From an optimization exercise on the open Yosys and OpenROAD flow, aimed at small area, a short achievable clock period and few clock cycles per item; shortcuts taken in it are not production practice.
Function was not checked in any run shown here: the RTL went through the layout flow alone.

==> flow/design.v, too long to show whole: its modules and the start of the top module <==
// module pe_requant: 758 lines
module pe_requant #(
    parameter int ACC_W  = 32,
    parameter int MULT_W = 16,
    parameter int CNT_W  = 16
) (
    input  logic              clk,
    input  logic              rst_n,
    input  logic              in_valid,
    output logic              in_ready,
    input  logic [ACC_W-1:0]  in_acc,
    input  logic [ACC_W-1:0]  in_bias,
    input  logic              in_last,
    output logic              out_valid,
    input  logic              out_ready,
    output logic [7:0]        out_data,
    output logic              out_last,
    input  logic              cfg_we,
    input  logic [MULT_W-1:0] cfg_mult,
    input  logic [4:0]        cfg_shift,
    input  logic [7:0]        cfg_zp,
    output logic              busy,
    output logic [CNT_W-1:0]  out_count
);
  // ...
==> flow/run.sh <==
#!/bin/bash
# synth_recipe.tcl (not shown) runs the flow's synth.tcl, then flattens the netlist and writes it again
# the make line also repeats each setting of config.mk as NAME=value (left out here)
make -C /OpenROAD-flow-scripts/flow DESIGN_CONFIG=/design/flow/config.mk WORK_HOME=/design/flow/orfs CLKGATE_MAP_FILE= SYNTH_SCRIPT=/design/flow/synth_recipe.tcl finish
==> flow/config.mk <==
export PLATFORM = sky130hd
export DESIGN_NAME = pe_requant
export DESIGN_NICKNAME = pe_requant
export VERILOG_FILES = /design/flow/design.v
export SDC_FILE = /design/flow/constraint.sdc
export NUM_CORES = 4
export LEC_CHECK = 0
export ABC_CLOCK_PERIOD_IN_PS = 4400
export CAP_MARGIN = 20
export CORE_MARGIN = 2
export CORE_UTILIZATION = 65
export SETUP_SLACK_MARGIN = 5.0
export SLEW_MARGIN = 20
==> flow/constraint.sdc <==
create_clock -name core_clock -period 9.0 [get_ports {clk}]
set_input_delay 1.8000 -clock core_clock [delete_from_list [all_inputs] [get_ports {clk}]]
set_output_delay 1.8000 -clock core_clock [all_outputs]
set_load 0.01 [all_outputs]
==> results_dict.tcl, run 1 <==
set metrics [dict create \
    busiest_layer "met2" \
    gr-usage-met2_pct 63.6 \
    grt_use_met1_pct 50.1 \
    vias 23975 \
    placed_cells 3425 \
    taps 525 \
    crit_buf_inv 1 \
    synth_xor_area_share_pct 11.5 \
    seq_share_pct 16.9 \
    worstSetupEndpointType "flop" \
    yosysTopAreaCellShare_pct 19.6 \
    path_depth 14 \
    r2r-start "s2_x[1]$_DFF_P_" \
    top_register "s2_y" \
    synth_compound_area_share_pct 20.3 \
    route.met2.wl_um 38900 \
    rows 73 \
    outcome "no timing/DRC/antenna violations" \
    cts-root-buf "clkbuf_16" \
    min_period_ns 4.37 \
    drc 0 \
    seq_cells 222 \
    cp.arrival_ns 4.69 \
    syn_nets 3470 \
    use_met3_pct 9.23 \
    clock_cell_area_share_pct 2.81 \
    critPathLaunchType "flop" \
    final_hold_viol_count 0 \
    fin_ws_ns 4.63 \
    max_stage_delay_ns 0.41 \
    synth_commonest_cells "inv_1 (294), a22oi_1 (257), fa_1 (257)" \
    synth_edf_count 27 \
    biggestRegsByFlops "s2_y (50), s2_x (49), s1_sum (33)" \
    synthSimpleGateAreaFrac_pct 12.6 \
    hold_class "flop to flop" \
    multi_input_area_share_pct 66.2 \
]
==> inputs of run 2 (changes only) <==
--- a/flow/design.v
+++ b/flow/design.v
@@ -25,29 +25,23 @@
     localparam int W     = 50;           
     localparam int NDIG  = 9;            
     logic [NDIG-1:0] bone;
     logic [NDIG-2:0] btwo, bneg;
     logic [4:0]      cfg_shift_q;
     logic [7:0]      cfg_zp_q;
     logic        s1_vld, s2_vld;
     logic        s1_last, s2_last;
-    logic [2:0]  fq_vld;                  
-    logic [8:0]  fq_dat [3];              
     logic        room_q;                  
     logic        any_q;                   
     logic        in_fire, pop, cfg_apply;
     assign in_ready  = room_q || out_ready;
     assign in_fire   = in_valid && in_ready;
     assign busy      = any_q || in_valid;
     assign cfg_apply = cfg_we && !busy;
-    assign out_valid = fq_vld[0];
-    assign out_data  = fq_dat[0][7:0];
-    assign out_last  = fq_dat[0][8];
-    assign pop       = fq_vld[0] && out_ready;
     logic [SUM_W-1:0] s1_sum;
     always_ff @(posedge clk) begin
         s1_sum  <= {in_acc[ACC_W-1], in_acc} + {in_bias[ACC_W-1], in_bias};
         s1_last <= in_last;
     end
     logic [SUM_W:0] pp0, pp1, pp2, pp3, pp4, pp5, pp6, pp7, pp8;
     logic [SUM_W+1:0] se;
     assign se = {s1_sum[SUM_W-1], s1_sum, 1'b0};
@@ -642,81 +636,176 @@
     assign t570 = t476 ^ t387 ^ t475;
     assign t571 = (t476 & t387) | (t476 & t475) | (t387 & t475);
     assign t572 = t478 ^ t389 ^ t477;
     assign t573 = (t478 & t389) | (t478 & t477) | (t389 & t477);
     assign t574 = ~pp7[33] ^ pp8[31] ^ t479;
     assign t575 = (~pp7[33] & pp8[31]) | (~pp7[33] & t479) | (pp8[31] & t479);
     assign t576 = pp8[32] ^ 1'b1;
     assign t577 = pp8[32] & 1'b1;
-    logic [W-1:0] cs_x, cs_y;
-    assign cs_x = {~pp8[33], t576, t574, t572, t570, t568, t566, t564, t562, t560, t558, t556, t554, t552, t550, t548, t546, t544, t542, t540, t538, t536, t534, t532, t530, t528, t526, t524, t522, t520, t518, t516, t514, t512, t510, t508, t506, t504, t502, t500, t498, t496, t494, t492, t490, t488, t486, t484, t482, t480};
-    assign cs_y = {t577, t575, t573, t571, t569, t567, t565, t563, t561, t559, t557, t555, t553, t551, t549, t547, t545, t543, t541, t539, t537, t535, t533, t531, t529, t527, t525, t523, t521, t519, t517, t515, t513, t511, t509, t507, t505, t503, t501, t499, t497, t495, t493, t491, t489, t487, t485, t483, t481, adda[0]};
     logic [W-1:0] s2_x, s2_y;
-    always_ff @(posedge clk) begin
-        s2_x    <= cs_x;
-        s2_y    <= cs_y;
-        s2_last <= s1_last;
-    end
+    always_ff @(posedge clk) s2_x[0] <= t480;
+    always_ff @(posedge clk) s2_x[1] <= t482;
+    always_ff @(posedge clk) s2_x[2] <= t484;
+    always_ff @(posedge clk) s2_x[3] <= t486;
+    always_ff @(posedge clk) s2_x[4] <= t488;
+    always_ff @(posedge clk) s2_x[5] <= t490;
+    always_ff @(posedge clk) s2_x[6] <= t492;
+    always_ff @(posedge clk) s2_x[7] <= t494;
+    always_ff @(posedge clk) s2_x[8] <= t496;
+    always_ff @(posedge clk) s2_x[9] <= t498;
+    always_ff @(posedge clk) s2_x[10] <= t500;
+    always_ff @(posedge clk) s2_x[11] <= t502;
+    always_ff @(posedge clk) s2_x[12] <= t504;
+    always_ff @(posedge clk) s2_x[13] <= t506;
+    always_ff @(posedge clk) s2_x[14] <= t508;
+    always_ff @(posedge clk) s2_x[15] <= t510;
+    always_ff @(posedge clk) s2_x[16] <= t512;
+    always_ff @(posedge clk) s2_x[17] <= t514;
+    always_ff @(posedge clk) s2_x[18] <= t516;
+    always_ff @(posedge clk) s2_x[19] <= t518;
+    always_ff @(posedge clk) s2_x[20] <= t520;
+    always_ff @(posedge clk) s2_x[21] <= t522;
+    always_ff @(posedge clk) s2_x[22] <= t524;
+    always_ff @(posedge clk) s2_x[23] <= t526;
+    always_ff @(posedge clk) s2_x[24] <= t528;
+    always_ff @(posedge clk) s2_x[25] <= t530;
+    always_ff @(posedge clk) s2_x[26] <= t532;
+    always_ff @(posedge clk) s2_x[27] <= t534;
+    always_ff @(posedge clk) s2_x[28] <= t536;
+    always_ff @(posedge clk) s2_x[29] <= t538;
+    always_ff @(posedge clk) s2_x[30] <= t540;
+    always_ff @(posedge clk) s2_x[31] <= t542;
+    always_ff @(posedge clk) s2_x[32] <= t544;
+    always_ff @(posedge clk) s2_x[33] <= t546;
+    always_ff @(posedge clk) s2_x[34] <= t548;
+    always_ff @(posedge clk) s2_x[35] <= t550;
+    always_ff @(posedge clk) s2_x[36] <= t552;
+    always_ff @(posedge clk) s2_x[37] <= t554;
+    always_ff @(posedge clk) s2_x[38] <= t556;
+    always_ff @(posedge clk) s2_x[39] <= t558;
+    always_ff @(posedge clk) s2_x[40] <= t560;
+    always_ff @(posedge clk) s2_x[41] <= t562;
+    always_ff @(posedge clk) s2_x[42] <= t564;
+    always_ff @(posedge clk) s2_x[43] <= t566;
+    always_ff @(posedge clk) s2_x[44] <= t568;
+    always_ff @(posedge clk) s2_x[45] <= t570;
+    always_ff @(posedge clk) s2_x[46] <= t572;
+    always_ff @(posedge clk) s2_x[47] <= t574;
+    always_ff @(posedge clk) s2_x[48] <= t576;
+    always_ff @(posedge clk) s2_x[49] <= ~pp8[33];
+    always_ff @(posedge clk) s2_y[0] <= adda[0];
+    always_ff @(posedge clk) s2_y[1] <= t481;
+    always_ff @(posedge clk) s2_y[2] <= t483;
+    always_ff @(posedge clk) s2_y[3] <= t485;
+    always_ff @(posedge clk) s2_y[4] <= t487;
+    always_ff @(posedge clk) s2_y[5] <= t489;
+    always_ff @(posedge clk) s2_y[6] <= t491;
+    always_ff @(posedge clk) s2_y[7] <= t493;
+    always_ff @(posedge clk) s2_y[8] <= t495;
+    always_ff @(posedge clk) s2_y[9] <= t497;
+    always_ff @(posedge clk) s2_y[10] <= t499;
+    always_ff @(posedge clk) s2_y[11] <= t501;
+    always_ff @(posedge clk) s2_y[12] <= t503;
+    always_ff @(posedge clk) s2_y[13] <= t505;
+    always_ff @(posedge clk) s2_y[14] <= t507;
+    always_ff @(posedge clk) s2_y[15] <= t509;
+    always_ff @(posedge clk) s2_y[16] <= t511;
+    always_ff @(posedge clk) s2_y[17] <= t513;
+    always_ff @(posedge clk) s2_y[18] <= t515;
+    always_ff @(posedge clk) s2_y[19] <= t517;
+    always_ff @(posedge clk) s2_y[20] <= t519;
+    always_ff @(posedge clk) s2_y[21] <= t521;
+    always_ff @(posedge clk) s2_y[22] <= t523;
+    always_ff @(posedge clk) s2_y[23] <= t525;
+    always_ff @(posedge clk) s2_y[24] <= t527;
+    always_ff @(posedge clk) s2_y[25] <= t529;
+    always_ff @(posedge clk) s2_y[26] <= t531;
+    always_ff @(posedge clk) s2_y[27] <= t533;
+    always_ff @(posedge clk) s2_y[28] <= t535;
+    always_ff @(posedge clk) s2_y[29] <= t537;
+    always_ff @(posedge clk) s2_y[30] <= t539;
+    always_ff @(posedge clk) s2_y[31] <= t541;
+    always_ff @(posedge clk) s2_y[32] <= t543;
+    always_ff @(posedge clk) s2_y[33] <= t545;
+    always_ff @(posedge clk) s2_y[34] <= t547;
+    always_ff @(posedge clk) s2_y[35] <= t549;
+    always_ff @(posedge clk) s2_y[36] <= t551;
+    always_ff @(posedge clk) s2_y[37] <= t553;
+    always_ff @(posedge clk) s2_y[38] <= t555;
+    always_ff @(posedge clk) s2_y[39] <= t557;
+    always_ff @(posedge clk) s2_y[40] <= t559;
+    always_ff @(posedge clk) s2_y[41] <= t561;
+    always_ff @(posedge clk) s2_y[42] <= t563;
+    always_ff @(posedge clk) s2_y[43] <= t565;
+    always_ff @(posedge clk) s2_y[44] <= t567;
+    always_ff @(posedge clk) s2_y[45] <= t569;
+    always_ff @(posedge clk) s2_y[46] <= t571;
+    always_ff @(posedge clk) s2_y[47] <= t573;
+    always_ff @(posedge clk) s2_y[48] <= t575;
+    always_ff @(posedge clk) s2_y[49] <= t577;
+    always_ff @(posedge clk) s2_last <= s1_last;
     logic [W-1:0] p;
     logic [40:0]  hmask;
     logic [7:0]   win, res;
     logic         hi;
     always_comb begin
         p     = s2_x + s2_y;
         win   = 8'(p[38:0] >> cfg_shift_q);
         hmask = {41{1'b1}} << cfg_shift_q;
         hi    = |(p[48:8] & hmask);
         if (p[W-1])  res = 8'd0;
         else if (hi) res = 8'd255;
         else         res = win;
     end
-    logic [2:0] vld_sh;
-    logic [8:0] dat_sh [3];
-    logic [8:0] res_w;
-    assign res_w = {s2_last, res};
+    logic       r3_vld;
+    logic [8:0] r3_dat;
+    logic [2:0] h_vld;
+    logic [8:0] h_dat [3];
+    always_ff @(posedge clk) r3_dat <= {s2_last, res};
+    assign out_valid = h_vld[0] || r3_vld;
+    assign out_data  = h_vld[0] ? h_dat[0][7:0] : r3_dat[7:0];
+    assign out_last  = h_vld[0] ? h_dat[0][8]   : r3_dat[8];
+    assign pop       = out_valid && out_ready;
+    logic [2:0] nh_vld;
+    logic       v1_nxt, v2_nxt;
     always_comb begin
-        if (pop) begin
-            vld_sh    = {1'b0, fq_vld[2:1]};
-            dat_sh[0] = fq_dat[1];
-            dat_sh[1] = fq_dat[2];
-            dat_sh[2] = fq_dat[2];
-        end else begin
-            vld_sh    = fq_vld;
-            dat_sh[0] = fq_dat[0];
-            dat_sh[1] = fq_dat[1];
-            dat_sh[2] = fq_dat[2];
-        end
+        logic [2:0] cnt;
+        cnt = 3'(h_vld[0]) + 3'(h_vld[1]) + 3'(h_vld[2]) + 3'(r3_vld) - 3'(pop);
+        nh_vld = {cnt > 3'd2, cnt > 3'd1, cnt > 3'd0};
+        v1_nxt = in_fire;
+        v2_nxt = s1_vld;
     end
     always_ff @(posedge clk) begin
         for (int k = 0; k < 3; k++) begin
-            if (s2_vld && !vld_sh[k] && (k == 0 || vld_sh[k-1])) fq_dat[k] <= res_w;
-            else                                                  fq_dat[k] <= dat_sh[k];
+            if (pop) begin
+                if (k < 2 && h_vld[k+1]) h_dat[k] <= h_dat[k+1];
+                else                     h_dat[k] <= r3_dat;
+            end else begin
+                if (h_vld[k])            h_dat[k] <= h_dat[k];
+                else                     h_dat[k] <= r3_dat;
+            end
         end
     end
-    logic [2:0] vld_nxt;
-    logic       v1_nxt, v2_nxt;
-    always_comb begin
-        vld_nxt = s2_vld ? {vld_sh[1:0], 1'b1} : vld_sh;
-        v1_nxt  = in_fire;
-        v2_nxt  = s1_vld;
-    end
     always_ff @(posedge clk or negedge rst_n) begin
         if (!rst_n) begin
             s1_vld <= 1'b0;
             s2_vld <= 1'b0;
-            fq_vld <= 3'b000;
+            r3_vld <= 1'b0;
+            h_vld  <= 3'b000;
             room_q <= 1'b1;
             any_q  <= 1'b0;
         end else begin
             s1_vld <= v1_nxt;
             s2_vld <= v2_nxt;
-            fq_vld <= vld_nxt;
-            room_q <= (32'(vld_nxt[0]) + 32'(vld_nxt[1]) + 32'(vld_nxt[2]) + 32'(v1_nxt) + 32'(v2_nxt)) < 3;
-            any_q  <= vld_nxt[0] || v1_nxt || v2_nxt;
+            r3_vld <= s2_vld;
+            h_vld  <= nh_vld;
+            room_q <= (32'(nh_vld[0]) + 32'(nh_vld[1]) + 32'(nh_vld[2]) + 32'(s2_vld)
+                       + 32'(v1_nxt) + 32'(v2_nxt)) < 3;
+            any_q  <= nh_vld[0] || s2_vld || v1_nxt || v2_nxt;
         end
     end
     logic [17:0] mx;
     logic [NDIG-1:0] bone_n;
     logic [NDIG-2:0] btwo_n, bneg_n;
     assign mx = {2'b00, cfg_mult};
     always_comb begin
         for (int j = 0; j < NDIG; j++) begin
==> flow/config.mk (replaced) <==
export PLATFORM = sky130hd
export DESIGN_NAME = pe_requant
export DESIGN_NICKNAME = pe_requant
export VERILOG_FILES = /design/flow/design.v
export SDC_FILE = /design/flow/constraint.sdc
export NUM_CORES = 4
export LEC_CHECK = 0
export ABC_CLOCK_PERIOD_IN_PS = 4400
export CAP_MARGIN = 20
export CORE_MARGIN = 2
export CORE_UTILIZATION = 55
export SETUP_SLACK_MARGIN = 5.0
export SLEW_MARGIN = 20
==> results_dict.tcl, run 2 <==
set metrics [dict create \
    slew_violations 0 \
    reg2regPathDepth 19 \
    vias_per_cell 6.26 \
    post_drt_wl_per_cell_um 23.2 \
    nNetsFinal 3456 \
    top_register "s2_y" \
    placed_area_um2 27700 \
    min_to "r3_dat[8]$_DFF_P_" \
    holdPathStages 0 \
    antenna_found_initial 0 \
    start_util_pct 56.0 \
    place_hpwl_um 59300 \
    ys.flop_type "dfxtp_1" \
    yosysTopAreaCell "fa_1" \
    synth_cell_types 95 \
    globalRouteOverflowTotal 0 \
    drc 0 \
    synth_edf_count 9 \
    hold_class "flop to flop" \
    largest_register_ff_count 50 \
    crit_type "input port to flop" \
    die-area_um2 49300 \
    final_hold_viol_count 0 \
    area_growth_pct 15.9 \
    synth_cells 2954 \
    maxCapViolCount 0 \
    ys_warn_count 3 \
    outcome "no timing/DRC/antenna violations" \
    synth_commonest_cells "inv_1 (287), a22oi_1 (261), fa_1 (260)" \
    synth.avg_cell_area_um2 8.86 \
    num_antenna_cells 0 \
    vias 22540 \
    worstSetupEndpointType "flop" \
    r2r_slack_ns 4.32 \
    dr.pass1.iters 6 \
    grt_pass1_wl_um 129000 \
    syn_nets 3438 \
    min-delay-start "s2_last$_DFF_P_" \
    post-synth-top-count-cell "inv_1" \
    synth.area.top_cells "fa_1 (20%), dfxtp_1 (12%), xnor2_1 (7.5%)" \
    final_common_cell "inv_1" \
    cts_tree "built" \
    synthArstFlopShare_pct 26.7 \
    die_w_um 222 \
    die_h_um 222 \
    fin_worst_skew_ns 0.0260 \
    grt_pass1_vias 22985 \
    path_clk_slew_ns 0.06 \
    core-area_um2 46800 \
    yosysTopAreaCellShare_pct 19.9 \
    yosysSeqAreaShare_pct 19.3 \
    worstSkewPairLatency_ns 0.60 \
    tns_ns 0 \
    rsz0062_at_grt "true" \
    place.gp.congestion 0.956 \
    rows 79 \
    h-tree-depth 1 \
    biggestRegsByFlops "s2_y (50), s2_x (49), s1_sum (33)" \
    path_max_fanout 8 \
    critPathLaunchType "input port" \
    fin_area_um2 30300 \
    r2r-start "h_vld[0]$_DFF_PN0_" \
    cp.required_ns 9.54 \
    synth_seq_cells 232 \
    nFillCells 3983 \
    finalCritPeriodShare_pct 55.8 \
    drtIter0Drc 2281 \
    pin_count 127 \
    cts_buffers 28 \
    ant_nets 0 \
    tightest_slew_ns 0.960 \
    cp.arrival_ns 5.57 \
    syn-cell-area_um2 26200 \
    port_buffers 126 \
    cts-root-buf "clkbuf_16" \
    fmax_ghz 0.199 \
    grt_max_degree 69 \
    min_period_ns 5.03 \
    slew-limit-headroom_pct 35.1 \
    drive_gt1_share_pct 14.9 \
    final_cell_mix "inv_1 (282), a22oi_1 (258), fa_1 (255)" \
    wl_um 83400 \
    track_usage_pct 33.1 \
    cts_buffer_depth 3 \
    clock_sinks 232 \
    setup-violations-final 0 \
    reg2reg_to "room_q$_DFF_PN1_" \
]
==> run 2: logic make-up (layout without fill, tap and decap cells) <==
| logic type | count (synthesis) | count (layout) | synth area share, % |
|---|---|---|---|
| adders and majority gates | 385 | 385 | 25.9 |
| AOI/OAI and AO/OA | 725 | 725 | 19.3 |
| buffers and inverters | 533 | 573 | 7.72 |
| muxes | 92 | 92 | 4.38 |
| and+or+nand+nor | 641 | 641 | 11.8 |
| DFF | 232 | 232 | 19.3 |
| xor gates and xnor gates | 346 | 346 | 11.6 |
==> run 2: per-stage QoR <==
stage          hold slack (ns)  instances  setup WS (ns)  utilization, %
2_1_floorplan            0.310       2954           3.60               -
5_1_grt                  0.336       3601           3.77            64.9
4_1_cts                  0.330       3556           3.98            62.7
6_report                 0.330       3601           3.97            64.9
3_5_place_dp             0.314       3482           2.78            59.2
3_3_place_gp             0.310       3482           2.84            59.2
==> run 2: critical path: stages <==
cell and delay [ns]:
buf_8 0.11, nand2_8 0.06, inv_8 0.04, ha_4 0.20, fa_1 0.48, inv_1 0.04, ha_2 0.17, fa_2 0.33
xor2_1 0.18, or2_4 0.24, fa_1 0.47, inv_1 0.05, fa_1 0.43, inv_1 0.07, ha_1 0.13, inv_1 0.06
fa_1 0.54, inv_1 0.05, a21boi_2 0.11
==> run 2: how the worst max path moves through the flow <==
stage | start | endpoint | slack [ns] | depth (start not counted)
global route | out_ready | room_q$_DFF_PN1_ | 3.77 | 19
floorplan | out_ready | room_q$_DFF_PN1_ | 3.60 | 18
detailed placement | out_ready | room_q$_DFF_PN1_ | 2.78 | 19
global placement | out_ready | room_q$_DFF_PN1_ | 2.84 | 19
finish | out_ready | room_q$_DFF_PN1_ | 3.97 | 19
CTS | out_ready | room_q$_DFF_PN1_ | 3.98 | 19
==> run 2: repair_timing <==
item	4_1_cts	5_1_grt
setup endpoints to repair	86	68
pin swaps	33	81
gates resized for setup	174	162
cloned	2	0
hold buffers	0	0
setup buffers	20	45
==> run 2: area by class of cell <==
| cell class | instances | area [um2] | share of cell area, % |
|---|---|---|---|
| timing repair buffer | 227 | 2340 | 7.73 |
| inverter | 292 | 1110 | 3.66 |
| multi-input combinational | 2189 | 20000 | 66.0 |
| sequential | 232 | 5130 | 16.9 |
| clock buffer | 33 | 739 | 2.44 |
| tap | 607 | 759 | 2.50 |
| timing repair inverter | 2 | 10.0 | 0.0330 |
| clock inverter | 19 | 215 | 0.710 |
==> run 2: routing by layer <==
metal	track usage, %	vias to the layer above	wire length [um]
met2	52.1	1196	37200
met3	6.85	227	7770
met4	12.9	0	3480
met1	45.0	10958	35000
met5	0	-	0
li1	-	10159	-
==> inputs of run 3 (changes only) <==
==> flow/flow/run.sh (new file) <==
#!/bin/bash
# Standard layout, with plain buffers (not delay buffers) on the ports.
export BUFFER_PORTS_ARGS="-buffer_cell sky130_fd_sc_hd__buf_1"
bash standard.sh > standard.log 2>&1
==> flow/standard.sh (new file) <==
#!/bin/bash
# synth_recipe.tcl (not shown) runs the flow's synth.tcl, then flattens the netlist and writes it again
# the make line also repeats each setting of config.mk as NAME=value (left out here)
make -C /OpenROAD-flow-scripts/flow DESIGN_CONFIG=/design/flow/config.mk WORK_HOME=/design/flow/orfs CLKGATE_MAP_FILE= SYNTH_SCRIPT=/design/flow/synth_recipe.tcl "${@:-finish}"
removed: flow/run.sh
==> results_dict.tcl, run 3 <==
set metrics [dict create \
    area_growth_pct 12.0 \
    die_h_um 222 \
    track_usage_pct 33.5 \
    regArea_um2 5130 \
    synth.area.top_cells "fa_1 (20%), dfxtp_1 (12%), xnor2_1 (7.5%)" \
    die-area_um2 49300 \
    synth_top_family_by_area "adder cells" \
    placed_area_um2 26900 \
    synthMuxAreaShare_pct 4.38 \
    top_register "s2_y" \
    syn-cell-area_um2 26200 \
    largest_register_ff_count 50 \
    cts_buffer_depth 3 \
    h-tree-depth 1 \
    synthSimpleGateAreaFrac_pct 11.8 \
    multi_input_area_um2 19900 \
    synth_compound_area_share_pct 19.3 \
    post-synth-top-count-cell "inv_1" \
    worstSkewPairLatency_ns 0.59 \
    nFillCells 4093 \
    cts_buffers 26 \
    die_w_um 222 \
    drc 0 \
    yosysSeqAreaShare_pct 19.3 \
    grt_pass1_wl_um 130000 \
    fin_cells 3576 \
    synth_seq_cells 232 \
    maxCapViolCount 0 \
    tns_ns 0 \
    fin_worst_skew_ns 0.0243 \
    ant_nets 0 \
    nNetsFinal 3435 \
    drive_gt1_share_pct 14.0 \
    ys.flop_type "dfxtp_1" \
    wl_um 85100 \
    antenna_found_initial 0 \
    yosysTopAreaCellShare_pct 19.9 \
    synth_cell_types 95 \
    vias_per_cell 6.34 \
    r2r_slack_ns 4.21 \
    synth_cells 2954 \
    worstSetupEndpointType "flop" \
    rsz0062_at_grt "true" \
    holdWs_ns 0.337 \
    post_drt_wl_per_cell_um 23.8 \
    synth.avg_cell_area_um2 8.86 \
    final_hold_viol_count 0 \
    synth_fa_ha_area_share_pct 25.9 \
    placed_cells 3483 \
    slew_violations 0 \
    biggestRegsByFlops "s2_y (50), s2_x (49), s1_sum (33)" \
    crit_type "input port to flop" \
    critPathLaunchType "input port" \
    tightest_slew_ns 1.02 \
    outcome "no timing/DRC/antenna violations" \
    cp.required_ns 9.52 \
    rows 79 \
    cts_tree "built" \
    cp.arrival_ns 5.55 \
    yosysTopAreaCell "fa_1" \
    core-area_um2 46800 \
    num_antenna_cells 0 \
    clock_sinks 232 \
    port_buffers 126 \
    setup-violations-final 0 \
    grt_pass1_vias 22742 \
    fin_util_pct 62.7 \
    ys_warn_count 3 \
    path_clk_slew_ns 0.07 \
    synth_xor_area_share_pct 11.6 \
    synth_commonest_cells "inv_1 (287), a22oi_1 (261), fa_1 (260)" \
    path_max_fanout 8 \
    synth_edf_count 9 \
    cts-root-buf "clkbuf_16" \
    place.gp.congestion 0.965 \
    drtIter0Drc 2627 \
    vias 22669 \
    postCtsHoldBufs 0 \
    finalCritPeriodShare_pct 56.0 \
    synthArstFlopShare_pct 26.7 \
    hold_class "flop to flop" \
    fmax_ghz 0.199 \
    syn_nets 3438 \
    start_util_pct 56.0 \
    final_common_cell "inv_1" \
    dr.pass1.iters 6 \
    globalRouteOverflowTotal 0 \
    final_cell_mix "inv_1 (282), a22oi_1 (250), fa_1 (245)" \
    pin_count 127 \
    fin_ws_ns 3.96 \
    pre_cts_slack_ns 3.17 \
    fin_area_um2 29300 \
    grt_max_degree 69 \
    slew-limit-headroom_pct 31.4 \
    place_hpwl_um 60300 \
    min_period_ns 5.04 \
]
==> run 3: cell families after synthesis <==
kind of cell,Yosys count
xor+xnor,346
fa+ha+maj,385
buf+inv,533
simple gates,641
flops,232
compound gates,725
mux,92
==> run 3: layout make-up <==
class	count	area share (%)
timing repair inverter	2	0.0342
clock inverter	14	0.615
clock buffer	32	2.36
multi-input combinational	2189	67.9
sequential	232	17.5
inverter	292	3.80
tap	607	2.59
timing repair buffer	208	5.22
==> run 3: routing by layer <==
| metal | routed length [um] | track usage, % |
|---|---|---|
| met5 | 0 | 0 |
| met4 | 3310 | 12.9 |
| met3 | 7350 | 5.43 |
| met2 | 38600 | 53.4 |
| met1 | 35900 | 45.9 |
==> run 3: path summary, 6_finish.rpt <==
check	endpoint	cells past startpoint	from
worst max-delay path	room_q$_DFF_PN1_	19	out_ready
worst min-delay path	s2_last$_DFF_P_	0	s1_last$_DFF_P_
worst max register to register	room_q$_DFF_PN1_	19	h_vld[0]$_DFF_PN0_
worst min register to register	s2_last$_DFF_P_	0	s1_last$_DFF_P_
max in group asynchronous	bneg[2]$_DFFE_PN0P_	2	rst_n
min in group asynchronous	cfg_shift_q[4]$_DFFE_PN0P_	1	rst_n
==> run 3: timing repair <==
action	CTS	global route
gates cloned	2	5
buffers inserted	18	22
gates resized for setup	125	156
endpoints found under the setup margin	70	69
pin swaps	12	84
==> run 3: worst max-delay path, stage by stage <==
cell and delay (ns):
buf_8 0.10, nand2_8 0.07, inv_8 0.05, ha_4 0.20, fa_1 0.47, inv_1 0.04
ha_2 0.16, fa_2 0.33, xor2_1 0.18, or2_4 0.24, fa_1 0.49, inv_1 0.05
fa_1 0.42, inv_1 0.06, ha_1 0.13, inv_1 0.05, fa_1 0.53, inv_1 0.04
a21boi_1 0.11

[port drivers added, routing unchanged]
Ports are ideal in the flow. The routed layouts listed here were re-timed in OpenROAD.
Step 1 assumes that a clkbuf_16 drives the clock port and a buf_2 every other input.
Step 2 moves the port delays by t, midway between the first and last clock arrival at a register: inputs arrive t later, outputs are due t later. That takes back most of the time a late clock gives input paths.
Slacks: no drivers / after step 1 / after step 2; pairs: no drivers / after step 1.
run | shift t [ns] | setup slack, ns | hold WS [ns] | slew at the worst register clock pin (ns) | worst data-port slew with drivers (ns)
run 1 | 0.618 | 4.626 / 4.626 / 4.527 | 0.348 / 0.348 / 0.348 | 0.06 / 0.06 | 0.05
run 2 | 0.651 | 3.974 / 3.993 / 3.342 | 0.330 / 0.330 / 0.330 | 0.06 / 0.06 | 0.07
run 3 | 0.641 | 3.964 / 3.982 / 3.341 | 0.337 / 0.337 / 0.337 | 0.08 / 0.08 | 0.06
After both steps every run listed still meets setup and hold. For run 2, which loses most, drivers alone change the setup slack by +0.019 ns; drivers and shift together by -0.632 ns.
